From an optimization exercise on the open Yosys and OpenROAD flow, aimed at small area, a short achievable clock period and few clock cycles; shortcuts taken in it are not production practice.

// square_multiply_modexp_trace
module square_multiply_modexp_trace #(
    parameter int unsigned EXP_WIDTH = 32,
    parameter int unsigned MOD_WIDTH = 32
) (
    input  logic         i_clk,
    input  logic         i_rst_n,
    input  logic         s_axis_tvalid,
    output logic         s_axis_tready,
    input  logic [95:0]  s_axis_tdata,
    output logic         m_axis_tvalid,
    input  logic         m_axis_tready,
    output logic [71:0]  m_axis_tdata,
    output logic         m_axis_tuser,
    output logic         m_axis_tlast
);
    logic q_idle, q_red, q_sqr, q_mul;
    logic [31:0] r_m;      
    logic        r_mz;     
    logic [32:0] r_e;      
    logic        r_ez;     
    logic [31:0] r_b;      
    logic [31:0] r_acc;    
    logic [31:0] r_sq;     
    logic [4:0]  r_cnt;    
    logic        r_first;  
    logic        r_bz0;    
    logic [4:0]  r_row;
    logic        r_valid, r_bit, r_last, r_user;
    logic        r_sr, r_ar, r_ya, r_ys, r_bi;
    logic        r_srcb;   
    logic [31:0] w_r, w_y, w_res;
    assign w_r = ({32{r_sr}} & r_sq) | ({32{r_ar}} & r_acc);
    assign w_y = ({32{r_ya}} & r_acc) | ({32{r_ys}} & r_sq);
    smme_step u_step (
        .i_r(w_r), .i_b(r_bi), .i_y(w_y), .i_m(r_m), .i_mz(r_mz),
        .o_r(w_res)
    );
    logic [31:0] w_src;
    logic [4:0]  w_lead, w_next;
    logic        w_last, w_xn, w_mskip, w_jump;
    assign w_mskip = q_sqr && r_srcb;
    assign w_src = r_srcb ? r_b : r_acc;           
    always_comb begin
        w_lead = 5'd0;
        for (int k = 1; k < 32; k++)
            if (w_src[k]) w_lead = 5'(k);
    end
    assign w_last = r_first ? (w_src[31:1] == 31'd0 || (q_red && r_bz0))
                            : (r_cnt == 5'd0);
    assign w_jump = w_mskip && w_lead != 5'd0;
    assign w_next = (r_first || w_mskip ? w_lead : r_cnt) - 5'd1;
    assign w_xn   = w_src[w_next];
    logic w_op, w_hold, w_run, w_end, w_empty, w_tomul, w_emit, w_done, w_gosq, w_skip;
    logic w_ebit, w_elast;
    assign w_ebit  = r_e[32];                      
  ...
For scale: roughly 1400 cells after synthesis, about 190 flip-flops, ~180 I/O pins.
==> flow/config.mk <==
export PLATFORM = sky130hd
export DESIGN_NAME = square_multiply_modexp_trace
export DESIGN_NICKNAME = square_multiply_modexp_trace
export VERILOG_FILES = /design/flow/design.v
export SDC_FILE = /design/flow/constraint.sdc
export NUM_CORES = 4
export LEC_CHECK = 0
export CAP_MARGIN = 20
export CORE_MARGIN = 2
export CORE_UTILIZATION = 40
export CTS_BUF_LIST = sky130_fd_sc_hd__clkbuf_8
export CTS_CLUSTER_SIZE = 8
export SETUP_SLACK_MARGIN = 5
export SLEW_MARGIN = 20
==> flow/constraint.sdc <==
create_clock -name core_clock -period 11.0 [get_ports {i_clk}]
set_input_delay 2.2000 -clock core_clock [delete_from_list [all_inputs] [get_ports {i_clk}]]
set_output_delay 2.2000 -clock core_clock [all_outputs]
set_load 0.01 [all_outputs]
standard.sh (not shown) runs the stock make flow with config.mk's settings and CLKGATE_MAP_FILE= SYNTH_SCRIPT=/design/flow/synth_recipe.tcl, a recipe that flattens the netlist after the stock synthesis.
==> flow/flow/run.sh <==
#!/bin/bash
# Layout flow: the standard layout (standard.sh, ORFS from synthesis to
# finish, unchanged synthesis), except that every input and output port gets
# a sky130_fd_sc_hd__buf_1 as its port buffer instead of the default cell that
# buffer_ports picks. The full output goes to standard.log in the work folder;
# ORFS keeps each step's own log under orfs/logs.
set -euo pipefail
bash standard.sh "BUFFER_PORTS_ARGS=-buffer_cell sky130_fd_sc_hd__buf_1" finish > standard.log 2>&1
The baseline completed without violations.
Next try:
--- a/flow/config.mk
+++ b/flow/config.mk
@@ -9,6 +9,4 @@
 export CORE_MARGIN = 2
 export CORE_UTILIZATION = 40
-export CTS_BUF_LIST = sky130_fd_sc_hd__clkbuf_8
-export CTS_CLUSTER_SIZE = 8
 export SETUP_SLACK_MARGIN = 5
 export SLEW_MARGIN = 20
Die area does not change.
Wire length hardly moves.
Final cell count goes down by 0.39%.
Cell area goes up by 0.67%.
Sequential cell count does not change.
Fmax goes up by 0.70%.
Function was not checked in any run of this note: the RTL went through the layout flow alone.

static timing again, ports no longer ideal:
The flow's constraints put no driver on any port. The routed layouts listed below were extracted and timed again, unchanged, in two steps. Step 1 assumes that a clkbuf_16 drives the clock port and a buf_2 every other input. Step 2 adds t to the input delays and takes it off the output delays; t is the mean of the earliest and latest rising clock arrival at the registers after step 1. Input paths then give back, and output paths get back, about the clock's delay inside the block. Slacks: no drivers / after step 1 / after step 2; pairs: no drivers / after step 1.
run	t (ns)	slack for setup (ns)	slew at the worst register clock pin (ns)
the first run	0.555	5.190 / 5.190 / 5.190	0.12 / 0.12
the second run	0.504	5.230 / 5.230 / 5.230	0.08 / 0.08
After both steps every run listed still meets setup and hold.
